Source: an optimization exercise on an open RTL-to-GDS flow (aim: small area and a short achievable clock period). Production flows keep margins and buffers that such runs may drop.
Function was checked by simulation only, so behaviour that the tests miss may differ from the original.
Power is estimated from default activity; no workload was simulated.

==> flow/design.v (outline; a module is shown in full before it is edited, if it fits) <==
// module compressor_4_2: 16 lines
// module compressor_row: 25 lines
// module reduction_level: 29 lines
// module partial_products: 24 lines
// module kogge_stone_adder: 35 lines
// module wallace_multiplier: 1800 lines
// module prefix_node: 8 lines
module wallace_multiplier (
    input  logic                              clock,
    input  logic                              reset,
    input  logic [mul_pkg::OPERAND_WIDTH-1:0] a,
    input  logic [mul_pkg::OPERAND_WIDTH-1:0] b,
    output logic [mul_pkg::PRODUCT_WIDTH-1:0] product
);
  // ...
==> flow/flow/run.sh <==
#!/bin/bash
# The standard layout (the standard.sh, unchanged synthesis and steps),
# with plain buf_1 cells as the port buffers instead of the delay cells that
# buffer_ports picks by default. Every input and output still gets a buffer.
set -o pipefail
export BUFFER_PORTS_ARGS="-buffer_cell sky130_fd_sc_hd__buf_1"
bash standard.sh > standard.log 2>&1
==> flow/standard.sh <==
#!/bin/bash
# synth_recipe.tcl (not shown) runs the flow's synth.tcl, then flattens the netlist and writes it again
# the make line also repeats each setting of config.mk as NAME=value (left out here)
make -C /OpenROAD-flow-scripts/flow DESIGN_CONFIG=/design/flow/config.mk WORK_HOME=/design/flow/orfs CLKGATE_MAP_FILE= SYNTH_SCRIPT=/design/flow/synth_recipe.tcl "${@:-finish}"
==> flow/config.mk <==
export PLATFORM = sky130hd
export DESIGN_NAME = wallace_multiplier
export DESIGN_NICKNAME = wallace_multiplier
export VERILOG_FILES = /design/flow/design.v
export SDC_FILE = /design/flow/constraint.sdc
export NUM_CORES = 4
export LEC_CHECK = 0
export CAP_MARGIN = 20
export CORE_MARGIN = 2
export CORE_UTILIZATION = 40
export CTS_CLUSTER_DIAMETER = 150
export CTS_CLUSTER_SIZE = 25
export SETUP_SLACK_MARGIN = 2.6
export SLEW_MARGIN = 20
export SYNTH_HIERARCHICAL = 1
export SYNTH_MINIMUM_KEEP_SIZE = 0
==> flow/constraint.sdc <==
create_clock -name core_clock -period 4.5 [get_ports {clock}]
set_input_delay 0.9000 -clock core_clock [delete_from_list [all_inputs] [get_ports {clock}]]
set_output_delay 0.9000 -clock core_clock [all_outputs]
set_load 0.01 [all_outputs]
==> flow_metrics.py, run 1 <==
metrics = {
    "status": {
        "status": "finished clean",
    },
    "worst_hold_path": {
        "hp-start": "r3_s0",
        "hold_depth": 1,
    },
    "pwr": {
        "p_clk_w": 0.00121,
    },
    "setup_path": {
        "crit_slowest_cell": "xor3_1",
        "cp.required_ps": 4890,
        "cp_top_family": "XOR/XNOR gates",
        "arrival_ps": 2240,
        "critPathCaptureType": "flop",
        "cp-start-kind": "flop",
    },
    "detailed_routing": {
        "drtAntennaViolNets": 0,
        "vias": 8039,
        "met1_length_um": 13000,
        "wl_met2_um": 12100,
    },
    "timing": {
        "slew_violations": 0,
        "fin_hold_ws_ps": 446,
        "min_period_ps": 1860,
    },
    "finish": {
        "reg.largest.list": "product (32), a_q (16)",
        "layout_commonest_cell": "xnor2_1",
        "n_all_buffers": 111,
        "nClkBuffers": 13,
        "inverters": 41,
    },
    "clock_tree": {
        "cts_buffer_depth": 3,
        "cts_resized": 70,
    },
    "logic_synthesis": {
        "synth_top_family_by_area": "XOR/XNOR gates",
        "yosys-top-cells-area": "dfxtp_1 (37%), xnor2_1 (16%), xor3_1 (6.8%), a22oi_1 (6.2%), ha_1 (5.0%)",
    },
    "floorplan": {
        "start_util_pct": 40.3,
    },
    "grt": {
        "grt_usage_pct": 16.7,
        "grt_pass1_vias": 7907,
    },
    "placement": {
        "gp_congestion": 0.803,
        "port_buffers": 65,
    },
}
==> inputs of run 2 (changes only) <==
--- a/flow/design.v
+++ b/flow/design.v
@@ -668,43 +668,43 @@
     logic g478;
     logic x479;
     logic g480;
     logic x481;
     logic g482;
     logic g483;
     logic g484;
     logic g485;
-    logic g486;
+    logic q486;
     logic g487;
-    logic g488;
+    logic q488;
     logic g489;
-    logic x490;
-    logic x491;
-    logic x492;
-    logic q493;
-    logic g494;
-    logic q495;
-    logic g496;
-    logic q497;
-    logic g498;
-    logic q499;
-    logic g500;
-    logic q501;
-    logic g502;
-    logic q503;
-    logic g504;
-    logic q505;
-    logic g506;
-    logic q507;
-    logic g508;
-    logic q509;
-    logic g510;
-    logic q511;
-    logic g512;
+    logic g490;
+    logic g491;
+    logic g492;
+    logic g493;
+    logic q494;
+    logic g495;
+    logic q496;
+    logic g497;
+    logic q498;
+    logic g499;
+    logic q500;
+    logic g501;
+    logic q502;
+    logic g503;
+    logic q504;
+    logic g505;
+    logic x506;
+    logic x507;
+    logic x508;
+    logic x509;
+    logic x510;
+    logic x511;
+    logic x512;
     logic q513;
     logic g514;
     logic q515;
     logic g516;
     logic q517;
     logic g518;
     logic q519;
     logic g520;
@@ -731,183 +731,170 @@
     logic q541;
     logic g542;
     logic q543;
     logic g544;
     logic q545;
     logic g546;
     logic q547;
     logic g548;
-    logic g549;
+    logic q549;
     logic g550;
-    logic g551;
+    logic q551;
     logic g552;
-    logic g553;
+    logic q553;
     logic g554;
-    logic g555;
+    logic q555;
     logic g556;
-    logic g557;
+    logic q557;
     logic g558;
-    logic g559;
+    logic q559;
     logic g560;
     logic g561;
     logic g562;
     logic g563;
     logic g564;
     logic g565;
     logic g566;
     logic g567;
     logic g568;
     logic g569;
-    logic q570;
-    logic q571;
+    logic g570;
+    logic g571;
     logic g572;
-    logic q573;
+    logic g573;
     logic g574;
-    logic q575;
+    logic g575;
     logic g576;
-    logic q577;
+    logic g577;
     logic g578;
     logic q579;
-    logic g580;
-    logic q581;
-    logic g582;
-    logic q583;
+    logic q580;
+    logic g581;
+    logic q582;
+    logic g583;
     logic q584;
-    logic q585;
-    logic g586;
-    logic q587;
-    logic g588;
-    logic q589;
-    logic g590;
+    logic g585;
+    logic q586;
+    logic g587;
+    logic q588;
+    logic g589;
+    logic q590;
     logic q591;
-    logic g592;
-    logic q593;
+    logic q592;
+    logic g593;
     logic q594;
-    logic q595;
+    logic g595;
     logic q596;
-    logic x597;
-    logic x598;
-    logic x599;
-    logic x600;
+    logic g597;
+    logic q598;
+    logic q599;
+    logic q600;
     logic x601;
     logic x602;
     logic x603;
-    logic nn604;
-    logic m605;
-    logic o606;
-    logic x607;
-    logic x608;
-    logic m609;
-    logic g610;
-    logic o611;
-    logic x612;
-    logic x613;
-    logic m614;
-    logic g615;
-    logic o616;
-    logic x617;
-    logic x618;
-    logic m619;
-    logic nn620;
-    logic m621;
-    logic o622;
-    logic x623;
-    logic x624;
-    logic m625;
-    logic g626;
-    logic o627;
-    logic x628;
-    logic x629;
-    logic m630;
-    logic g631;
-    logic o632;
-    logic x633;
-    logic x634;
-    logic m635;
-    logic nn636;
-    logic m637;
-    logic o638;
-    logic x639;
-    logic x640;
-    logic m641;
-    logic g642;
-    logic o643;
-    logic x644;
-    logic x645;
-    logic m646;
-    logic g647;
-    logic o648;
-    logic x649;
-    logic x650;
-    logic m651;
-    logic nn652;
-    logic m653;
-    logic o654;
-    logic x655;
-    logic x656;
-    logic m657;
-    logic g658;
-    logic o659;
-    logic x660;
-    logic x661;
-    logic m662;
-    logic g663;
-    logic o664;
-    logic x665;
-    logic x666;
-    logic m667;
-    logic nn668;
-    logic m669;
-    logic o670;
-    logic x671;
-    logic x672;
-    logic m673;
-    logic g674;
-    logic o675;
-    logic x676;
-    logic x677;
-    logic m678;
-    logic g679;
-    logic o680;
-    logic x681;
-    logic x682;
-    logic m683;
-    logic nn684;
-    logic m685;
-    logic o686;
-    logic x687;
-    logic x688;
-    logic m689;
-    logic g690;
-    logic o691;
-    logic x692;
-    logic x693;
-    logic m694;
-    logic g695;
-    logic o696;
-    logic x697;
-    logic x698;
-    logic m699;
-    logic nn700;
-    logic m701;
-    logic o702;
-    logic x703;
-    logic x704;
-    logic m705;
-    logic g706;
-    logic o707;
-    logic x708;
-    logic x709;
-    logic m710;
-    logic g711;
-    logic o712;
-    logic x713;
-    logic x714;
-    logic m715;
+    logic x604;
+    logic x605;
+    logic x606;
+    logic nn607;
+    logic m608;
+    logic o609;
+    logic x610;
+    logic x611;
+    logic m612;
+    logic g613;
+    logic o614;
+    logic x615;
+    logic x616;
+    logic m617;
+    logic g618;
+    logic o619;
+    logic x620;
+    logic x621;
+    logic m622;
+    logic nn623;
+    logic m624;
+    logic o625;
+    logic x626;
+    logic x627;
+    logic m628;
+    logic g629;
+    logic o630;
+    logic x631;
+    logic x632;
+    logic m633;
+    logic g634;
+    logic o635;
+    logic x636;
+    logic x637;
+    logic m638;
+    logic nn639;
+    logic m640;
+    logic o641;
+    logic x642;
+    logic x643;
+    logic m644;
+    logic g645;
+    logic o646;
+    logic x647;
+    logic x648;
+    logic m649;
+    logic g650;
+    logic o651;
+    logic x652;
+    logic x653;
+    logic m654;
+    logic nn655;
+    logic m656;
+    logic o657;
+    logic x658;
+    logic x659;
+    logic m660;
+    logic g661;
+    logic o662;
+    logic x663;
+    logic x664;
+    logic m665;
+    logic g666;
+    logic o667;
+    logic x668;
+    logic x669;
+    logic m670;
+    logic nn671;
+    logic m672;
+    logic o673;
+    logic x674;
+    logic x675;
+    logic m676;
+    logic g677;
+    logic o678;
+    logic x679;
+    logic x680;
+    logic m681;
+    logic g682;
+    logic o683;
+    logic x684;
+    logic x685;
+    logic m686;
+    logic nn687;
+    logic m688;
+    logic o689;
+    logic x690;
+    logic x691;
+    logic m692;
+    logic g693;
+    logic o694;
+    logic x695;
+    logic x696;
+    logic m697;
+    logic g698;
+    logic o699;
+    logic x700;
+    logic x701;
+    logic m702;
     logic r2_0_0;
     logic r2_0_1;
     logic r2_1_0;
     logic r2_2_0;
     logic r2_3_0;
     logic r2_4_0;
     logic r2_4_1;
     logic r2_4_2;
@@ -1002,20 +989,20 @@
     logic r2_29_1;
     logic r2_30_0;
     logic r2_30_1;
     logic r2_31_0;
     logic r3_s0;
     logic r3_s1;
     logic r3_s2;
     logic r3_s3;
-    logic r3_p4;
-    logic r3_p5;
-    logic r3_p6;
-    logic r3_p7;
+    logic r3_s4;
+    logic r3_s5;
+    logic r3_s6;
+    logic r3_s7;
     logic r3_p8;
     logic r3_p9;
     logic r3_p10;
     logic r3_p11;
     logic r3_p12;
     logic r3_p13;
     logic r3_p14;
     logic r3_p15;
@@ -1030,20 +1017,16 @@
     logic r3_p24;
     logic r3_p25;
     logic r3_p26;
     logic r3_p27;
     logic r3_p28;
     logic r3_p29;
     logic r3_p30;
     logic r3_p31;
-    logic r3_G3;
-    logic r3_G4;
-    logic r3_G5;
-    logic r3_G6;
     logic r3_G7;
     logic r3_G8;
     logic r3_G9;
     logic r3_G10;
     logic r3_G11;
     logic r3_G12;
     logic r3_G13;
     logic r3_G14;
@@ -1545,247 +1528,234 @@
     assign g478 = c419 & x422;
     assign x479 = c421 ^ x423;
     assign g480 = c421 & x423;
     assign x481 = g424 ^ r2_31_0;
     assign g482 = g424 & r2_31_0;
     assign g483 = r2_1_0 & g426;
     assign g484 = r2_1_0 & x425;
     assign g485 = r2_3_0 & r2_2_0;
-    assign g486 = r2_2_0 & g483;
-    assign g487 = r2_2_0 & g484;
-    assign g488 = g485 & g483;
-    assign g489 = g485 & g484;
-    assign x490 = r2_1_0 ^ g426;
-    assign x491 = r2_2_0 ^ g483;
-    assign x492 = r2_3_0 ^ g486;
-    prefix_node u_pn1 (.g_hi(g430), .p_hi(x429), .g_lo(g428), .g_out(q493));
-    assign g494 = x429 & x427;
-    prefix_node u_pn2 (.g_hi(g434), .p_hi(x433), .g_lo(g432), .g_out(q495));
-    assign g496 = x433 & x431;
-    prefix_node u_pn3 (.g_hi(g432), .p_hi(x431), .g_lo(q493), .g_out(q497));
-    assign g498 = x431 & g494;
-    prefix_node u_pn4 (.g_hi(q495), .p_hi(g496), .g_lo(q493), .g_out(q499));
-    assign g500 = g496 & g494;
-    prefix_node u_pn5 (.g_hi(g438), .p_hi(x437), .g_lo(g436), .g_out(q501));
-    assign g502 = x437 & x435;
-    prefix_node u_pn6 (.g_hi(g442), .p_hi(x441), .g_lo(g440), .g_out(q503));
-    assign g504 = x441 & x439;
-    prefix_node u_pn7 (.g_hi(g440), .p_hi(x439), .g_lo(q501), .g_out(q505));
-    assign g506 = x439 & g502;
-    prefix_node u_pn8 (.g_hi(q503), .p_hi(g504), .g_lo(q501), .g_out(q507));
-    assign g508 = g504 & g502;
-    prefix_node u_pn9 (.g_hi(g446), .p_hi(x445), .g_lo(g444), .g_out(q509));
-    assign g510 = x445 & x443;
-    prefix_node u_pn10 (.g_hi(g450), .p_hi(x449), .g_lo(g448), .g_out(q511));
-    assign g512 = x449 & x447;
-    prefix_node u_pn11 (.g_hi(g448), .p_hi(x447), .g_lo(q509), .g_out(q513));
-    assign g514 = x447 & g510;
-    prefix_node u_pn12 (.g_hi(q511), .p_hi(g512), .g_lo(q509), .g_out(q515));
-    assign g516 = g512 & g510;
-    prefix_node u_pn13 (.g_hi(g454), .p_hi(x453), .g_lo(g452), .g_out(q517));
-    assign g518 = x453 & x451;
-    prefix_node u_pn14 (.g_hi(g458), .p_hi(x457), .g_lo(g456), .g_out(q519));
-    assign g520 = x457 & x455;
-    prefix_node u_pn15 (.g_hi(g456), .p_hi(x455), .g_lo(q517), .g_out(q521));
-    assign g522 = x455 & g518;
-    prefix_node u_pn16 (.g_hi(q519), .p_hi(g520), .g_lo(q517), .g_out(q523));
-    assign g524 = g520 & g518;
-    prefix_node u_pn17 (.g_hi(g462), .p_hi(x461), .g_lo(g460), .g_out(q525));
-    assign g526 = x461 & x459;
-    prefix_node u_pn18 (.g_hi(g466), .p_hi(x465), .g_lo(g464), .g_out(q527));
-    assign g528 = x465 & x463;
-    prefix_node u_pn19 (.g_hi(g464), .p_hi(x463), .g_lo(q525), .g_out(q529));
-    assign g530 = x463 & g526;
-    prefix_node u_pn20 (.g_hi(q527), .p_hi(g528), .g_lo(q525), .g_out(q531));
-    assign g532 = g528 & g526;
-    prefix_node u_pn21 (.g_hi(g470), .p_hi(x469), .g_lo(g468), .g_out(q533));
-    assign g534 = x469 & x467;
-    prefix_node u_pn22 (.g_hi(g474), .p_hi(x473), .g_lo(g472), .g_out(q535));
-    assign g536 = x473 & x471;
-    prefix_node u_pn23 (.g_hi(g472), .p_hi(x471), .g_lo(q533), .g_out(q537));
-    assign g538 = x471 & g534;
-    prefix_node u_pn24 (.g_hi(q535), .p_hi(g536), .g_lo(q533), .g_out(q539));
-    assign g540 = g536 & g534;
-    prefix_node u_pn25 (.g_hi(g478), .p_hi(x477), .g_lo(g476), .g_out(q541));
-    assign g542 = x477 & x475;
-    prefix_node u_pn26 (.g_hi(g482), .p_hi(x481), .g_lo(g480), .g_out(q543));
-    assign g544 = x481 & x479;
-    prefix_node u_pn27 (.g_hi(g480), .p_hi(x479), .g_lo(q541), .g_out(q545));
-    assign g546 = x479 & g542;
-    prefix_node u_pn28 (.g_hi(q543), .p_hi(g544), .g_lo(q541), .g_out(q547));
-    assign g548 = g544 & g542;
-    assign g549 = r3_p5 & r3_p4;
-    assign g550 = r3_p6 & g549;
-    assign g551 = r3_p7 & g550;
-    assign g552 = r3_p9 & r3_p8;
-    assign g553 = r3_p10 & g552;
-    assign g554 = r3_p11 & g553;
-    assign g555 = r3_p13 & r3_p12;
-    assign g556 = r3_p14 & g555;
-    assign g557 = r3_p15 & g556;
-    assign g558 = r3_p17 & r3_p16;
-    assign g559 = r3_p18 & g558;
-    assign g560 = r3_p19 & g559;
-    assign g561 = r3_p21 & r3_p20;
-    assign g562 = r3_p22 & g561;
-    assign g563 = r3_p23 & g562;
-    assign g564 = r3_p25 & r3_p24;
-    assign g565 = r3_p26 & g564;
-    assign g566 = r3_p27 & g565;
-    assign g567 = r3_p29 & r3_p28;
-    assign g568 = r3_p30 & g567;
-    assign g569 = r3_p31 & g568;
-    prefix_node u_pn29 (.g_hi(r3_G7), .p_hi(g551), .g_lo(r3_G3), .g_out(q570));
-    prefix_node u_pn30 (.g_hi(r3_G11), .p_hi(g554), .g_lo(r3_G7), .g_out(q571));
-    assign g572 = g554 & g551;
-    prefix_node u_pn31 (.g_hi(r3_G15), .p_hi(g557), .g_lo(r3_G11), .g_out(q573));
-    assign g574 = g557 & g554;
-    prefix_node u_pn32 (.g_hi(r3_G19), .p_hi(g560), .g_lo(r3_G15), .g_out(q575));
-    assign g576 = g560 & g557;
-    prefix_node u_pn33 (.g_hi(r3_G23), .p_hi(g563), .g_lo(r3_G19), .g_out(q577));
-    assign g578 = g563 & g560;
-    prefix_node u_pn34 (.g_hi(r3_G27), .p_hi(g566), .g_lo(r3_G23), .g_out(q579));
-    assign g580 = g566 & g563;
-    prefix_node u_pn35 (.g_hi(r3_G31), .p_hi(g569), .g_lo(r3_G27), .g_out(q581));
-    assign g582 = g569 & g566;
-    prefix_node u_pn36 (.g_hi(q571), .p_hi(g572), .g_lo(r3_G3), .g_out(q583));
-    prefix_node u_pn37 (.g_hi(q573), .p_hi(g574), .g_lo(q570), .g_out(q584));
-    prefix_node u_pn38 (.g_hi(q575), .p_hi(g576), .g_lo(q571), .g_out(q585));
-    assign g586 = g576 & g572;
-    prefix_node u_pn39 (.g_hi(q577), .p_hi(g578), .g_lo(q573), .g_out(q587));
-    assign g588 = g578 & g574;
-    prefix_node u_pn40 (.g_hi(q579), .p_hi(g580), .g_lo(q575), .g_out(q589));
-    assign g590 = g580 & g576;
-    prefix_node u_pn41 (.g_hi(q581), .p_hi(g582), .g_lo(q577), .g_out(q591));
-    assign g592 = g582 & g578;
-    prefix_node u_pn42 (.g_hi(q585), .p_hi(g586), .g_lo(r3_G3), .g_out(q593));
-    prefix_node u_pn43 (.g_hi(q587), .p_hi(g588), .g_lo(q570), .g_out(q594));
-    prefix_node u_pn44 (.g_hi(q589), .p_hi(g590), .g_lo(q583), .g_out(q595));
-    prefix_node u_pn45 (.g_hi(q591), .p_hi(g592), .g_lo(q584), .g_out(q596));
-    assign x597 = g551 ^ r3_G3;
-    assign x598 = g554 ^ q570;
-    assign x599 = g557 ^ q583;
-    assign x600 = g560 ^ q584;
-    assign x601 = g563 ^ q593;
-    assign x602 = g566 ^ q594;
-    assign x603 = g569 ^ q595;
-    assign nn604 = ~r3_p4;
-    assign m605 = r3_G3 ? nn604 : r3_p4;
-    assign o606 = r3_G4 | r3_p4;
-    assign x607 = r3_p5 ^ o606;
-    assign x608 = r3_p5 ^ r3_G4;
-    assign m609 = r3_G3 ? x607 : x608;
-    assign g610 = r3_p5 & r3_p4;
-    assign o611 = r3_G5 | g610;
-    assign x612 = r3_p6 ^ o611;
-    assign x613 = r3_p6 ^ r3_G5;
-    assign m614 = r3_G3 ? x612 : x613;
-    assign g615 = r3_p6 & g610;
-    assign o616 = r3_G6 | g615;
-    assign x617 = r3_p7 ^ o616;
-    assign x618 = r3_p7 ^ r3_G6;
-    assign m619 = r3_G3 ? x617 : x618;
-    assign nn620 = ~r3_p8;
-    assign m621 = q570 ? nn620 : r3_p8;
-    assign o622 = r3_G8 | r3_p8;
-    assign x623 = r3_p9 ^ o622;
-    assign x624 = r3_p9 ^ r3_G8;
-    assign m625 = q570 ? x623 : x624;
-    assign g626 = r3_p9 & r3_p8;
-    assign o627 = r3_G9 | g626;
-    assign x628 = r3_p10 ^ o627;
-    assign x629 = r3_p10 ^ r3_G9;
-    assign m630 = q570 ? x628 : x629;
-    assign g631 = r3_p10 & g626;
-    assign o632 = r3_G10 | g631;
-    assign x633 = r3_p11 ^ o632;
-    assign x634 = r3_p11 ^ r3_G10;
-    assign m635 = q570 ? x633 : x634;
-    assign nn636 = ~r3_p12;
-    assign m637 = q583 ? nn636 : r3_p12;
-    assign o638 = r3_G12 | r3_p12;
-    assign x639 = r3_p13 ^ o638;
-    assign x640 = r3_p13 ^ r3_G12;
-    assign m641 = q583 ? x639 : x640;
-    assign g642 = r3_p13 & r3_p12;
-    assign o643 = r3_G13 | g642;
-    assign x644 = r3_p14 ^ o643;
-    assign x645 = r3_p14 ^ r3_G13;
-    assign m646 = q583 ? x644 : x645;
-    assign g647 = r3_p14 & g642;
-    assign o648 = r3_G14 | g647;
-    assign x649 = r3_p15 ^ o648;
-    assign x650 = r3_p15 ^ r3_G14;
-    assign m651 = q583 ? x649 : x650;
-    assign nn652 = ~r3_p16;
-    assign m653 = q584 ? nn652 : r3_p16;
-    assign o654 = r3_G16 | r3_p16;
-    assign x655 = r3_p17 ^ o654;
-    assign x656 = r3_p17 ^ r3_G16;
-    assign m657 = q584 ? x655 : x656;
-    assign g658 = r3_p17 & r3_p16;
-    assign o659 = r3_G17 | g658;
-    assign x660 = r3_p18 ^ o659;
-    assign x661 = r3_p18 ^ r3_G17;
-    assign m662 = q584 ? x660 : x661;
-    assign g663 = r3_p18 & g658;
-    assign o664 = r3_G18 | g663;
-    assign x665 = r3_p19 ^ o664;
-    assign x666 = r3_p19 ^ r3_G18;
-    assign m667 = q584 ? x665 : x666;
-    assign nn668 = ~r3_p20;
-    assign m669 = q593 ? nn668 : r3_p20;
-    assign o670 = r3_G20 | r3_p20;
-    assign x671 = r3_p21 ^ o670;
-    assign x672 = r3_p21 ^ r3_G20;
-    assign m673 = q593 ? x671 : x672;
-    assign g674 = r3_p21 & r3_p20;
-    assign o675 = r3_G21 | g674;
-    assign x676 = r3_p22 ^ o675;
-    assign x677 = r3_p22 ^ r3_G21;
-    assign m678 = q593 ? x676 : x677;
-    assign g679 = r3_p22 & g674;
-    assign o680 = r3_G22 | g679;
-    assign x681 = r3_p23 ^ o680;
-    assign x682 = r3_p23 ^ r3_G22;
-    assign m683 = q593 ? x681 : x682;
-    assign nn684 = ~r3_p24;
-    assign m685 = q594 ? nn684 : r3_p24;
-    assign o686 = r3_G24 | r3_p24;
-    assign x687 = r3_p25 ^ o686;
-    assign x688 = r3_p25 ^ r3_G24;
-    assign m689 = q594 ? x687 : x688;
-    assign g690 = r3_p25 & r3_p24;
-    assign o691 = r3_G25 | g690;
-    assign x692 = r3_p26 ^ o691;
-    assign x693 = r3_p26 ^ r3_G25;
-    assign m694 = q594 ? x692 : x693;
-    assign g695 = r3_p26 & g690;
-    assign o696 = r3_G26 | g695;
-    assign x697 = r3_p27 ^ o696;
-    assign x698 = r3_p27 ^ r3_G26;
-    assign m699 = q594 ? x697 : x698;
-    assign nn700 = ~r3_p28;
-    assign m701 = q595 ? nn700 : r3_p28;
-    assign o702 = r3_G28 | r3_p28;
-    assign x703 = r3_p29 ^ o702;
-    assign x704 = r3_p29 ^ r3_G28;
-    assign m705 = q595 ? x703 : x704;
-    assign g706 = r3_p29 & r3_p28;
-    assign o707 = r3_G29 | g706;
-    assign x708 = r3_p30 ^ o707;
-    assign x709 = r3_p30 ^ r3_G29;
-    assign m710 = q595 ? x708 : x709;
-    assign g711 = r3_p30 & g706;
-    assign o712 = r3_G30 | g711;
-    assign x713 = r3_p31 ^ o712;
-    assign x714 = r3_p31 ^ r3_G30;
-    assign m715 = q595 ? x713 : x714;
-    assign sum_d = {m715, m710, m705, m701, m699, m694, m689, m685, m683, m678, m673, m669, m667, m662, m657, m653, m651, m646, m641, m637, m635, m630, m625, m621, m619, m614, m609, m605, r3_s3, r3_s2, r3_s1, r3_s0};
+    prefix_node u_pn1 (.g_hi(g430), .p_hi(x429), .g_lo(g428), .g_out(q486));
+    assign g487 = x429 & x427;
+    prefix_node u_pn2 (.g_hi(g434), .p_hi(x433), .g_lo(g432), .g_out(q488));
+    assign g489 = x433 & x431;
+    assign g490 = r2_2_0 & g483;
+    assign g491 = r2_2_0 & g484;
+    assign g492 = g485 & g483;
+    assign g493 = g485 & g484;
+    prefix_node u_pn3 (.g_hi(g432), .p_hi(x431), .g_lo(q486), .g_out(q494));
+    assign g495 = x431 & g487;
+    prefix_node u_pn4 (.g_hi(q488), .p_hi(g489), .g_lo(q486), .g_out(q496));
+    assign g497 = g489 & g487;
+    prefix_node u_pn5 (.g_hi(g428), .p_hi(x427), .g_lo(g492), .g_out(q498));
+    assign g499 = x427 & g493;
+    prefix_node u_pn6 (.g_hi(q486), .p_hi(g487), .g_lo(g492), .g_out(q500));
+    assign g501 = g487 & g493;
+    prefix_node u_pn7 (.g_hi(q494), .p_hi(g495), .g_lo(g492), .g_out(q502));
+    assign g503 = g495 & g493;
+    prefix_node u_pn8 (.g_hi(q496), .p_hi(g497), .g_lo(g492), .g_out(q504));
+    assign g505 = g497 & g493;
+    assign x506 = r2_1_0 ^ g426;
+    assign x507 = r2_2_0 ^ g483;
+    assign x508 = r2_3_0 ^ g490;
+    assign x509 = x427 ^ g492;
+    assign x510 = x429 ^ q498;
+    assign x511 = x431 ^ q500;
+    assign x512 = x433 ^ q502;
+    prefix_node u_pn9 (.g_hi(g438), .p_hi(x437), .g_lo(g436), .g_out(q513));
+    assign g514 = x437 & x435;
+    prefix_node u_pn10 (.g_hi(g442), .p_hi(x441), .g_lo(g440), .g_out(q515));
+    assign g516 = x441 & x439;
+    prefix_node u_pn11 (.g_hi(g440), .p_hi(x439), .g_lo(q513), .g_out(q517));
+    assign g518 = x439 & g514;
+    prefix_node u_pn12 (.g_hi(q515), .p_hi(g516), .g_lo(q513), .g_out(q519));
+    assign g520 = g516 & g514;
+    prefix_node u_pn13 (.g_hi(g446), .p_hi(x445), .g_lo(g444), .g_out(q521));
+    assign g522 = x445 & x443;
+    prefix_node u_pn14 (.g_hi(g450), .p_hi(x449), .g_lo(g448), .g_out(q523));
+    assign g524 = x449 & x447;
+    prefix_node u_pn15 (.g_hi(g448), .p_hi(x447), .g_lo(q521), .g_out(q525));
+    assign g526 = x447 & g522;
+    prefix_node u_pn16 (.g_hi(q523), .p_hi(g524), .g_lo(q521), .g_out(q527));
+    assign g528 = g524 & g522;
+    prefix_node u_pn17 (.g_hi(g454), .p_hi(x453), .g_lo(g452), .g_out(q529));
+    assign g530 = x453 & x451;
+    prefix_node u_pn18 (.g_hi(g458), .p_hi(x457), .g_lo(g456), .g_out(q531));
+    assign g532 = x457 & x455;
+    prefix_node u_pn19 (.g_hi(g456), .p_hi(x455), .g_lo(q529), .g_out(q533));
+    assign g534 = x455 & g530;
+    prefix_node u_pn20 (.g_hi(q531), .p_hi(g532), .g_lo(q529), .g_out(q535));
+    assign g536 = g532 & g530;
+    prefix_node u_pn21 (.g_hi(g462), .p_hi(x461), .g_lo(g460), .g_out(q537));
+    assign g538 = x461 & x459;
+    prefix_node u_pn22 (.g_hi(g466), .p_hi(x465), .g_lo(g464), .g_out(q539));
+    assign g540 = x465 & x463;
+    prefix_node u_pn23 (.g_hi(g464), .p_hi(x463), .g_lo(q537), .g_out(q541));
+    assign g542 = x463 & g538;
+    prefix_node u_pn24 (.g_hi(q539), .p_hi(g540), .g_lo(q537), .g_out(q543));
+    assign g544 = g540 & g538;
+    prefix_node u_pn25 (.g_hi(g470), .p_hi(x469), .g_lo(g468), .g_out(q545));
+    assign g546 = x469 & x467;
+    prefix_node u_pn26 (.g_hi(g474), .p_hi(x473), .g_lo(g472), .g_out(q547));
+    assign g548 = x473 & x471;
+    prefix_node u_pn27 (.g_hi(g472), .p_hi(x471), .g_lo(q545), .g_out(q549));
+    assign g550 = x471 & g546;
+    prefix_node u_pn28 (.g_hi(q547), .p_hi(g548), .g_lo(q545), .g_out(q551));
+    assign g552 = g548 & g546;
+    prefix_node u_pn29 (.g_hi(g478), .p_hi(x477), .g_lo(g476), .g_out(q553));
+    assign g554 = x477 & x475;
+    prefix_node u_pn30 (.g_hi(g482), .p_hi(x481), .g_lo(g480), .g_out(q555));
+    assign g556 = x481 & x479;
+    prefix_node u_pn31 (.g_hi(g480), .p_hi(x479), .g_lo(q553), .g_out(q557));
+    assign g558 = x479 & g554;
+    prefix_node u_pn32 (.g_hi(q555), .p_hi(g556), .g_lo(q553), .g_out(q559));
+    assign g560 = g556 & g554;
+    assign g561 = r3_p9 & r3_p8;
+    assign g562 = r3_p10 & g561;
+    assign g563 = r3_p11 & g562;
+    assign g564 = r3_p13 & r3_p12;
+    assign g565 = r3_p14 & g564;
+    assign g566 = r3_p15 & g565;
+    assign g567 = r3_p17 & r3_p16;
+    assign g568 = r3_p18 & g567;
+    assign g569 = r3_p19 & g568;
+    assign g570 = r3_p21 & r3_p20;
+    assign g571 = r3_p22 & g570;
+    assign g572 = r3_p23 & g571;
+    assign g573 = r3_p25 & r3_p24;
+    assign g574 = r3_p26 & g573;
+    assign g575 = r3_p27 & g574;
+    assign g576 = r3_p29 & r3_p28;
+    assign g577 = r3_p30 & g576;
+    assign g578 = r3_p31 & g577;
+    prefix_node u_pn33 (.g_hi(r3_G11), .p_hi(g563), .g_lo(r3_G7), .g_out(q579));
+    prefix_node u_pn34 (.g_hi(r3_G15), .p_hi(g566), .g_lo(r3_G11), .g_out(q580));
+    assign g581 = g566 & g563;
+    prefix_node u_pn35 (.g_hi(r3_G19), .p_hi(g569), .g_lo(r3_G15), .g_out(q582));
+    assign g583 = g569 & g566;
+    prefix_node u_pn36 (.g_hi(r3_G23), .p_hi(g572), .g_lo(r3_G19), .g_out(q584));
+    assign g585 = g572 & g569;
+    prefix_node u_pn37 (.g_hi(r3_G27), .p_hi(g575), .g_lo(r3_G23), .g_out(q586));
+    assign g587 = g575 & g572;
+    prefix_node u_pn38 (.g_hi(r3_G31), .p_hi(g578), .g_lo(r3_G27), .g_out(q588));
+    assign g589 = g578 & g575;
+    prefix_node u_pn39 (.g_hi(q580), .p_hi(g581), .g_lo(r3_G7), .g_out(q590));
+    prefix_node u_pn40 (.g_hi(q582), .p_hi(g583), .g_lo(q579), .g_out(q591));
+    prefix_node u_pn41 (.g_hi(q584), .p_hi(g585), .g_lo(q580), .g_out(q592));
+    assign g593 = g585 & g581;
+    prefix_node u_pn42 (.g_hi(q586), .p_hi(g587), .g_lo(q582), .g_out(q594));
+    assign g595 = g587 & g583;
+    prefix_node u_pn43 (.g_hi(q588), .p_hi(g589), .g_lo(q584), .g_out(q596));
+    assign g597 = g589 & g585;
+    prefix_node u_pn44 (.g_hi(q592), .p_hi(g593), .g_lo(r3_G7), .g_out(q598));
+    prefix_node u_pn45 (.g_hi(q594), .p_hi(g595), .g_lo(q579), .g_out(q599));
+    prefix_node u_pn46 (.g_hi(q596), .p_hi(g597), .g_lo(q590), .g_out(q600));
+    assign x601 = g563 ^ r3_G7;
+    assign x602 = g566 ^ q579;
+    assign x603 = g569 ^ q590;
+    assign x604 = g572 ^ q591;
+    assign x605 = g575 ^ q598;
+    assign x606 = g578 ^ q599;
+    assign nn607 = ~r3_p8;
+    assign m608 = r3_G7 ? nn607 : r3_p8;
+    assign o609 = r3_G8 | r3_p8;
+    assign x610 = r3_p9 ^ o609;
+    assign x611 = r3_p9 ^ r3_G8;
+    assign m612 = r3_G7 ? x610 : x611;
+    assign g613 = r3_p9 & r3_p8;
+    assign o614 = r3_G9 | g613;
+    assign x615 = r3_p10 ^ o614;
+    assign x616 = r3_p10 ^ r3_G9;
+    assign m617 = r3_G7 ? x615 : x616;
+    assign g618 = r3_p10 & g613;
+    assign o619 = r3_G10 | g618;
+    assign x620 = r3_p11 ^ o619;
+    assign x621 = r3_p11 ^ r3_G10;
+    assign m622 = r3_G7 ? x620 : x621;
+    assign nn623 = ~r3_p12;
+    assign m624 = q579 ? nn623 : r3_p12;
+    assign o625 = r3_G12 | r3_p12;
+    assign x626 = r3_p13 ^ o625;
+    assign x627 = r3_p13 ^ r3_G12;
+    assign m628 = q579 ? x626 : x627;
+    assign g629 = r3_p13 & r3_p12;
+    assign o630 = r3_G13 | g629;
+    assign x631 = r3_p14 ^ o630;
+    assign x632 = r3_p14 ^ r3_G13;
+    assign m633 = q579 ? x631 : x632;
+    assign g634 = r3_p14 & g629;
+    assign o635 = r3_G14 | g634;
+    assign x636 = r3_p15 ^ o635;
+    assign x637 = r3_p15 ^ r3_G14;
+    assign m638 = q579 ? x636 : x637;
+    assign nn639 = ~r3_p16;
+    assign m640 = q590 ? nn639 : r3_p16;
+    assign o641 = r3_G16 | r3_p16;
+    assign x642 = r3_p17 ^ o641;
+    assign x643 = r3_p17 ^ r3_G16;
+    assign m644 = q590 ? x642 : x643;
+    assign g645 = r3_p17 & r3_p16;
+    assign o646 = r3_G17 | g645;
+    assign x647 = r3_p18 ^ o646;
+    assign x648 = r3_p18 ^ r3_G17;
+    assign m649 = q590 ? x647 : x648;
+    assign g650 = r3_p18 & g645;
+    assign o651 = r3_G18 | g650;
+    assign x652 = r3_p19 ^ o651;
+    assign x653 = r3_p19 ^ r3_G18;
+    assign m654 = q590 ? x652 : x653;
+    assign nn655 = ~r3_p20;
+    assign m656 = q591 ? nn655 : r3_p20;
+    assign o657 = r3_G20 | r3_p20;
+    assign x658 = r3_p21 ^ o657;
+    assign x659 = r3_p21 ^ r3_G20;
+    assign m660 = q591 ? x658 : x659;
+    assign g661 = r3_p21 & r3_p20;
+    assign o662 = r3_G21 | g661;
+    assign x663 = r3_p22 ^ o662;
+    assign x664 = r3_p22 ^ r3_G21;
+    assign m665 = q591 ? x663 : x664;
+    assign g666 = r3_p22 & g661;
+    assign o667 = r3_G22 | g666;
+    assign x668 = r3_p23 ^ o667;
+    assign x669 = r3_p23 ^ r3_G22;
+    assign m670 = q591 ? x668 : x669;
+    assign nn671 = ~r3_p24;
+    assign m672 = q598 ? nn671 : r3_p24;
+    assign o673 = r3_G24 | r3_p24;
+    assign x674 = r3_p25 ^ o673;
+    assign x675 = r3_p25 ^ r3_G24;
+    assign m676 = q598 ? x674 : x675;
+    assign g677 = r3_p25 & r3_p24;
+    assign o678 = r3_G25 | g677;
+    assign x679 = r3_p26 ^ o678;
+    assign x680 = r3_p26 ^ r3_G25;
+    assign m681 = q598 ? x679 : x680;
+    assign g682 = r3_p26 & g677;
+    assign o683 = r3_G26 | g682;
+    assign x684 = r3_p27 ^ o683;
+    assign x685 = r3_p27 ^ r3_G26;
+    assign m686 = q598 ? x684 : x685;
+    assign nn687 = ~r3_p28;
+    assign m688 = q599 ? nn687 : r3_p28;
+    assign o689 = r3_G28 | r3_p28;
+    assign x690 = r3_p29 ^ o689;
+    assign x691 = r3_p29 ^ r3_G28;
+    assign m692 = q599 ? x690 : x691;
+    assign g693 = r3_p29 & r3_p28;
+    assign o694 = r3_G29 | g693;
+    assign x695 = r3_p30 ^ o694;
+    assign x696 = r3_p30 ^ r3_G29;
+    assign m697 = q599 ? x695 : x696;
+    assign g698 = r3_p30 & g693;
+    assign o699 = r3_G30 | g698;
+    assign x700 = r3_p31 ^ o699;
+    assign x701 = r3_p31 ^ r3_G30;
+    assign m702 = q599 ? x700 : x701;
+    assign sum_d = {m702, m697, m692, m688, m686, m681, m676, m672, m670, m665, m660, m656, m654, m649, m644, m640, m638, m633, m628, m624, m622, m617, m612, m608, r3_s7, r3_s6, r3_s5, r3_s4, r3_s3, r3_s2, r3_s1, r3_s0};
     always_ff @(posedge clock) begin
         r2_0_0 <= pp1;
         r2_0_1 <= neg_q[0];
         r2_1_0 <= pp2;
         r2_2_0 <= x228;
         r2_3_0 <= x322;
         r2_4_0 <= x230;
         r2_4_1 <= neg_q[2];
@@ -1880,23 +1850,23 @@
         r2_29_0 <= c315;
         r2_29_1 <= x318;
         r2_30_0 <= c317;
         r2_30_1 <= x320;
         r2_31_0 <= x330;
     end
     always_ff @(posedge clock) begin
         r3_s0 <= x425;
-        r3_s1 <= x490;
-        r3_s2 <= x491;
-        r3_s3 <= x492;
-        r3_p4 <= x427;
-        r3_p5 <= x429;
-        r3_p6 <= x431;
-        r3_p7 <= x433;
+        r3_s1 <= x506;
+        r3_s2 <= x507;
+        r3_s3 <= x508;
+        r3_s4 <= x509;
+        r3_s5 <= x510;
+        r3_s6 <= x511;
+        r3_s7 <= x512;
         r3_p8 <= x435;
         r3_p9 <= x437;
         r3_p10 <= x439;
         r3_p11 <= x441;
         r3_p12 <= x443;
         r3_p13 <= x445;
         r3_p14 <= x447;
         r3_p15 <= x449;
@@ -1911,45 +1881,41 @@
         r3_p24 <= x467;
         r3_p25 <= x469;
         r3_p26 <= x471;
         r3_p27 <= x473;
         r3_p28 <= x475;
         r3_p29 <= x477;
         r3_p30 <= x479;
         r3_p31 <= x481;
-        r3_G3 <= g488;
-        r3_G4 <= g428;
-        r3_G5 <= q493;
-        r3_G6 <= q497;
-        r3_G7 <= q499;
+        r3_G7 <= q504;
         r3_G8 <= g436;
-        r3_G9 <= q501;
-        r3_G10 <= q505;
-        r3_G11 <= q507;
+        r3_G9 <= q513;
+        r3_G10 <= q517;
+        r3_G11 <= q519;
         r3_G12 <= g444;
-        r3_G13 <= q509;
-        r3_G14 <= q513;
-        r3_G15 <= q515;
+        r3_G13 <= q521;
+        r3_G14 <= q525;
+        r3_G15 <= q527;
         r3_G16 <= g452;
-        r3_G17 <= q517;
-        r3_G18 <= q521;
-        r3_G19 <= q523;
+        r3_G17 <= q529;
+        r3_G18 <= q533;
+        r3_G19 <= q535;
         r3_G20 <= g460;
-        r3_G21 <= q525;
-        r3_G22 <= q529;
-        r3_G23 <= q531;
+        r3_G21 <= q537;
+        r3_G22 <= q541;
+        r3_G23 <= q543;
         r3_G24 <= g468;
-        r3_G25 <= q533;
-        r3_G26 <= q537;
-        r3_G27 <= q539;
+        r3_G25 <= q545;
+        r3_G26 <= q549;
+        r3_G27 <= q551;
         r3_G28 <= g476;
-        r3_G29 <= q541;
-        r3_G30 <= q545;
-        r3_G31 <= q547;
+        r3_G29 <= q553;
+        r3_G30 <= q557;
+        r3_G31 <= q559;
     end
     always_ff @(posedge clock) begin
         if (reset) begin
             product <= '0;
         end else begin
             product <= sum_d;
         end
     end
--- a/flow/config.mk
+++ b/flow/config.mk
@@ -5,12 +5,12 @@
 export SDC_FILE = /design/flow/constraint.sdc
 export NUM_CORES = 4
 export LEC_CHECK = 0
 export CAP_MARGIN = 20
 export CORE_MARGIN = 2
 export CORE_UTILIZATION = 40
 export CTS_CLUSTER_DIAMETER = 150
 export CTS_CLUSTER_SIZE = 25
-export SETUP_SLACK_MARGIN = 2.6
+export SETUP_SLACK_MARGIN = 2.55
 export SLEW_MARGIN = 20
 export SYNTH_HIERARCHICAL = 1
 export SYNTH_MINIMUM_KEEP_SIZE = 0
==> run 2 against run 1 <==
  * Still clean on timing, DRC and antenna
  * Global-route usage shrank 0.41 points
  * Largest cell class unchanged
  * Highest routed layer unchanged
  * Critical endpoint is now r3_G23
  * First-iteration DRC count is 10% higher
  * Sequential share of layout area is 0.31 points higher
  * Critical path type unchanged
  * Wire length fell by 2.9%
==> flow_metrics.py, run 2 <==
metrics = {
    "status": {
        "status": "finished clean",
    },
    "clock_tree": {
        "cts_buffers": 13,
        "clock_sinks": 228,
        "clk_latency_ps": 500,
        "htreeDepth": 1,
        "cts_tree": "done",
        "clk_pin_slew_ps": 110,
        "cts_buffer_depth": 3,
        "clock-root-buffer": "clkbuf_16",
    },
    "timing": {
        "min_period_ps": 1890,
        "setup_ws_ps": 2610,
        "timing.fmax_mhz": 529,
        "worst_pin_slew_ps": 402,
        "finalSetupViolCount": 0,
        "finalCritPeriodShare_pct": 42.0,
        "finClkSkew_ps": 31.0,
        "slew_violations": 0,
        "rsz0062_at_grt": "yes",
        "setup_tns_ps": 0,
        "relSlewSlack_pct": 73.2,
        "hold_viol": 0,
    },
    "setup_path": {
        "critPathCaptureType": "flop",
        "path_cells": "maj3_2 -> xnor2_2 -> xnor2_2 -> ha_4 -> a21o_1 -> a21o_1",
        "crit_type": "flop to flop",
        "slowest_delay_ps": 370,
        "cp-start-kind": "flop",
        "cp_max_fo": 3,
        "crit_slowest_cell": "dfxtp_4",
        "cp.required_ps": 4860,
        "arrival_ps": 2250,
    },
    "logic_synthesis": {
        "synth_warnings": 7,
        "syn_avg_cell_area_um2": 11.1,
        "yosys.area.top_type": "dfxtp_1",
        "netlist_top_cells_count": "xnor2_1 (229), dfxtp_1 (228), a22oi_1 (105)",
        "yosysSeqAreaShare_pct": 36.4,
        "synthesis.area_um2": 12500,
        "synth_seq_cells": 228,
        "synthCells": 1129,
        "synth_fp_nets": 1227,
        "yosys-top-cells-area": "dfxtp_1 (36%), xnor2_1 (16%), xor3_1 (6.6%), a22oi_1 (6.3%), ha_1 (5.0%)",
        "ys.flop_type": "dfxtp_1",
        "async_reset_ff_share_pct": 0,
        "synth_top_area_share_pct": 36.4,
        "synth_edf_count": 0,
        "ys_types": 41,
        "post-synth-top-count-cell": "xnor2_1",
    },
    "pwr": {
        "p_seq_share_pct": 36.0,
        "p_sw_w": 0.00343,
        "peakVddDrop_mv": 0.294,
        "p_int_w": 0.00596,
        "p_comb_share_pct": 51.1,
        "powerDensity_nw_per_um2": 691,
        "leakage_nw": 5.58,
        "netSwitchingFraction_pct": 36.6,
        "clkPwrFrac_pct": 13.0,
    },
    "finish": {
        "reg.largest.list": "product (32), a_q (16)",
        "nNetsFinal": 1259,
        "largest_register": "product",
        "mostFrequentLayoutCells": "xnor2_1 (223), dfxtp_1 (188), a22oi_1 (105), buf_1 (65), maj3_1 (51)",
        "largest_reg_flops": 32,
        "fillers": 2934,
        "n_antenna_cell": 0,
        "layout_commonest_cell": "xnor2_1",
        "utilization_pct": 44.2,
        "syn2layout_area_growth_pct": 8.38,
        "drive_above_1_share_pct": 13.1,
    },
    "detailed_routing": {
        "vias": 7911,
        "first_iter_violations": 644,
        "drtAntennaViolNets": 0,
        "vias_per_cell": 5.08,
        "drc": 0,
        "wl_per_cell_um": 17.1,
        "routed_wl_um": 26600,
        "dr.pass1.iters": 5,
    },
    "grt": {
        "grt_max_degree": 33,
        "grt_overflow": 0,
        "grt_pass1_vias": 7672,
        "antenna_found_initial": 0,
        "grt_usage_pct": 16.2,
        "grt_pass1_wl_um": 42600,
    },
    "floorplan": {
        "start_util_pct": 40.8,
        "die_w_um": 181,
        "fp.dieH_um": 181,
        "coreArea_um2": 30700,
        "row_count": 64,
        "ios": 66,
        "dieArea_um2": 32800,
    },
    "placement": {
        "post-place-ws_ps": 2060,
        "port_buffers": 65,
        "hpwlAfterDp_um": 18700,
        "gp_congestion": 0.836,
    },
    "worst_hold_path": {
        "min_path_type": "flop to flop",
    },
    "run": {
        "drv_cap": 0,
    },
}
==> run 2: cell types whose count changed after synthesis, sizes merged, moves of 3 or more <==
cell,previous run,this run
nor2,43,37
dfxtp,232,228
maj3,77,80
nand2,33,30
nor2b,6,9
xnor2,226,229
xor2,44,41
==> run 2: cell type report <==
class / count / area, um^2 / share of cell area, %
Clock inverter: 2 / 38.8 / 0.285
Sequential cell: 228 / 4700 / 34.6
Inverter: 40 / 150 / 1.10
Tap cell: 396 / 495 / 3.64
Timing Repair Buffer: 101 / 552 / 4.06
Clock buffer: 13 / 325 / 2.39
Multi-Input combinational cell: 777 / 7330 / 53.9
==> run 2: per-module statistics from Yosys, one instance, submodules excluded <==
module	flip-flops and latches	times used
wallace_multiplier	228	1
prefix_node	0	41
==> run 2: stage by stage <==
stage	std cells	instance area (um^2)	power, W	hold slack, ps
6_report	1557	13600	0.00939	442
5_1_grt	1557	13600	0.0102	458
4_1_cts	1529	13200	0.00929	438
3_5_place_dp	1514	12800	0.00801	423
3_3_place_gp	1514	12800	0.00794	426
2_1_floorplan	1129	12500	0.00701	332
==> run 2: worst paths after layout <==
| check | from | endpoint | slack, ps | cells after the start |
|---|---|---|---|---|
| max | r2_20_1 | r3_G23 | 2610 | 6 |
| min | r3_s5 | product[5] | 440 | 1 |
| max reg2reg | r2_20_1 | r3_G23 | 2610 | 6 |
| min reg2reg | r3_s5 | product[5] | 440 | 1 |
==> run 2: timing repair <==
| action | in CTS | in global routing |
|---|---|---|
| pin swaps | 3 | 8 |
| setup buffers | 0 | 28 |
| hold buffers | 0 | 0 |
| resized for setup | 60 | 31 |
| cloned | 0 | 0 |
| endpoints found under the setup margin | 73 | 41 |
==> run 2: logic make-up (layout without fill, tap and decap cells) <==
kind of cell / after synthesis / in the layout / share of synthesized area, %
and+or+nand+nor: 119 / 119 / 4.66
xor gates and xnor gates: 311 / 311 / 26.6
muxes: 4 / 4 / 0.359
DFF: 228 / 228 / 36.4
AOI/OAI and AO/OA: 199 / 199 / 12.3
buffers and inverters: 124 / 156 / 5.87
adders and majority gates: 144 / 144 / 13.8
==> run 2: power by group through the flow <==
stage	clock, W	sequential (W)	combinational, W
after floorplan	0	0.00322	0.00379
after global placement	0	0.00341	0.00453
after detailed placement	0	0.00342	0.00459
after CTS	0.00127	0.00338	0.00465
after global routing	0.00133	0.00346	0.00543
final	0.00122	0.00338	0.00480
==> run 2: per-layer routing <==
layer	share of wire [%]	vias up	routed length (um)	GRT usage [%]
met1	50	3771	13200	23.8
met3	5.8	34	1530	2.62
met5	0	-	0	0
met2	43	218	11400	24.7
met4	1.9	0	509	4.46
li1	-	3888	-	-
==> run 2: worst max-delay path, delay by kind of cell, from the launching register on <==
family | cells | cell delay (ps)
adder cells (fa/ha/maj) | 2 | 600
AO/OA/AOI/OAI | 2 | 410
flip-flops | 1 | 370
XOR/XNOR | 2 | 370
==> inputs of run 3 (changes only) <==
--- a/flow/config.mk
+++ b/flow/config.mk
@@ -12,3 +12,3 @@
 export CTS_CLUSTER_SIZE = 25
-export SETUP_SLACK_MARGIN = 2.55
+export SETUP_SLACK_MARGIN = 2.5
 export SLEW_MARGIN = 20
==> run 3 against run 2 <==
  * Still clean on timing, DRC and antenna
  * First-iteration DRC count decreased by 34%
  * Clock skew decreased by 1.9 ps
  * Via count decreased by 1.7%
  * Cell count decreased by 1.9%
  * Critical path depth decreased by 1
  * Critical endpoint unchanged
  * Largest cell class unchanged
==> flow_metrics.py, run 3 <==
metrics = {
    "timing": {
        "finalCritPeriodShare_pct": 43.3,
        "relSlewSlack_pct": 62.7,
        "finalSetupViolCount": 0,
        "setup_tns_ps": 0,
        "hold_viol": 0,
        "finClkSkew_ps": 29.1,
        "min_period_ps": 1950,
        "worst_pin_slew_ps": 559,
        "rsz0062_at_grt": "yes",
        "timing.fmax_mhz": 514,
        "slew_violations": 0,
    },
    "detailed_routing": {
        "vias": 7780,
        "drtAntennaViolNets": 0,
        "first_iter_violations": 428,
        "dr.pass1.iters": 7,
        "drc": 0,
        "wl_per_cell_um": 17.6,
        "vias_per_cell": 5.09,
        "routed_wl_um": 26900,
    },
    "finish": {
        "largest_register": "product",
        "layout_commonest_cell": "xnor2_1",
        "nNetsFinal": 1231,
        "n_antenna_cell": 0,
        "drive_above_1_share_pct": 9.72,
        "mostFrequentLayoutCells": "xnor2_1 (228), dfxtp_1 (190), a22oi_1 (105), buf_1 (65), maj3_1 (55)",
        "utilization_pct": 43.1,
        "syn2layout_area_growth_pct": 5.67,
        "largest_reg_flops": 32,
        "reg.largest.list": "product (32), a_q (16)",
    },
    "logic_synthesis": {
        "netlist_top_cells_count": "xnor2_1 (229), dfxtp_1 (228), a22oi_1 (105)",
        "yosys.area.top_type": "dfxtp_1",
        "synthCells": 1129,
        "ys.flop_type": "dfxtp_1",
        "post-synth-top-count-cell": "xnor2_1",
        "synth_edf_count": 0,
        "ys_types": 41,
        "synth_seq_cells": 228,
        "async_reset_ff_share_pct": 0,
        "synth_fp_nets": 1227,
        "yosys-top-cells-area": "dfxtp_1 (36%), xnor2_1 (16%), xor3_1 (6.6%), a22oi_1 (6.3%), ha_1 (5.0%)",
        "synth_top_area_share_pct": 36.4,
        "synth_warnings": 7,
        "syn_avg_cell_area_um2": 11.1,
        "synthesis.area_um2": 12500,
        "yosysSeqAreaShare_pct": 36.4,
    },
    "setup_path": {
        "cp.required_ps": 4870,
        "crit_type": "flop to flop",
        "critPathCaptureType": "flop",
        "arrival_ps": 2310,
        "cp-start-kind": "flop",
        "cp_max_fo": 3,
    },
    "grt": {
        "grt_pass1_wl_um": 43100,
        "grt_usage_pct": 16.6,
        "grt_pass1_vias": 7686,
        "antenna_found_initial": 0,
        "grt_overflow": 0,
        "grt_max_degree": 33,
    },
    "pwr": {
        "leakage_nw": 5.39,
        "power_w": 0.00918,
        "powerDensity_nw_per_um2": 692,
        "peakVddDrop_mv": 0.350,
    },
    "clock_tree": {
        "cts_buffer_depth": 3,
        "cts_tree": "done",
        "cts_buffers": 13,
        "clk_pin_slew_ps": 100,
        "clk_latency_ps": 490,
        "clock_sinks": 228,
        "htreeDepth": 1,
        "hold_buffers": 0,
        "clock-root-buffer": "clkbuf_16",
    },
    "worst_hold_path": {
        "min_path_type": "flop to flop",
    },
    "floorplan": {
        "die_w_um": 181,
        "fp.dieH_um": 181,
        "dieArea_um2": 32800,
        "coreArea_um2": 30700,
        "start_util_pct": 40.8,
        "row_count": 64,
        "ios": 66,
    },
    "placement": {
        "gp_congestion": 0.795,
        "port_buffers": 65,
        "hpwlAfterDp_um": 18800,
    },
    "run": {
        "drv_cap": 0,
    },
    "status": {
        "status": "finished clean",
    },
}
run 3: cell counts after synthesis:
Identical to the previous run, type by type.
run 3: final timing paths:
kind | startpoint | endpoint | slack [ps] | cells after the start
worst min-delay path | r3_s2 | product[2] | 440 | 1
worst max-delay path | r2_20_1 | r3_G23 | 2550 | 5
worst min register to register | r3_s2 | product[2] | 440 | 1
worst max register to register | r2_20_1 | r3_G23 | 2550 | 5
run 3: modules after synthesis, one instance, submodules excluded:
module / cell area (um^2) / flip-flops and latches / cells
prefix_node: 7.51 / 0 / 1
wallace_multiplier: 12200 / 228 / 1088
run 3: metrics by stage:
stage	area (um^2)	hold slack, ps	cells	worst slack [ps]
final	13300	444	1528	2550
after global routing	13300	465	1528	2480
after CTS	13200	449	1528	2500
after detailed placement	12800	429	1514	2160
after global placement	12800	425	1514	2160
after floorplan	12500	332	1129	2510
run 3: per-layer routing:
layer	global-route usage (%)	routed length, um
met1	23.9	13300
met2	25.8	11800
met3	2.58	1310
met4	4.42	506
met5	0	0
run 3: kinds of logic after synthesis:
group	after synthesis	share of synthesized area (%)
AOI/OAI and AO/OA	199	12.3
xor gates and xnor gates	311	26.6
and+or+nand+nor	119	4.66
DFF	228	36.4
muxes	4	0.359
adders and majority gates	144	13.8
buffers and inverters	124	5.87
run 3: worst max-delay path, cell delays in order, from the launching register on:
cell,delay [ps]
dfxtp_1,370
maj3_2,360
maj3_1,380
ha_1,350
and2_1,150
a21o_1,210
run 3: timing repair:
item	in CTS	in global routing
setup buffers	0	0
pin swaps	0	1
endpoints found under the setup margin	65	26
resized for setup	43	28
run 3: power by group:
group	total [W]	switching [W]	internal, W
registers	0.00338	0.000569	0.00281
logic	0.00459	0.00212	0.00246
clock network	0.00121	0.000673	0.000535
run 3: cell type report:
cell class	instances	area [um^2]
inverter	40	150
clock inverter	1	30.0
multi-input combinational	777	7260
timing repair buffer	73	304
tap	396	495
fill	2986	17500
sequential	228	4680
clock buffer	13	325

==> what the ideal ports hide <==
No port has a modelled driver above. Below, the same layouts with a new extraction and two added sets of constraints.
Step 1: set_driving_cell puts a clkbuf_16 on clock and a buf_2 on each other input, an assumption about the parent block.
Step 2 adds t to the input delays and takes it off the output delays; t is the mean of the earliest and latest rising clock arrival at the registers after step 1. Input paths then give back, and output paths get back, about the clock's delay inside the block.
Three values: no drivers, after step 1, after step 2; two values: the first two.
run | t, ns | setup WS [ns] | hold WS [ns] | clock arrival spread, ns | cell pins on the clock port's net
run 1 | 0.526 | 2.641 / 2.611 / 2.641 | 0.446 / 0.446 / 0.446 | 0.037 / 0.037 | 1
run 2 | 0.536 | 2.608 / 2.568 / 2.608 | 0.442 / 0.442 / 0.442 | 0.031 / 0.031 | 1
run 3 | 0.524 | 2.553 / 2.553 / 2.553 | 0.444 / 0.444 / 0.444 | 0.030 / 0.029 | 1
After both steps setup and hold are still met in every run listed.
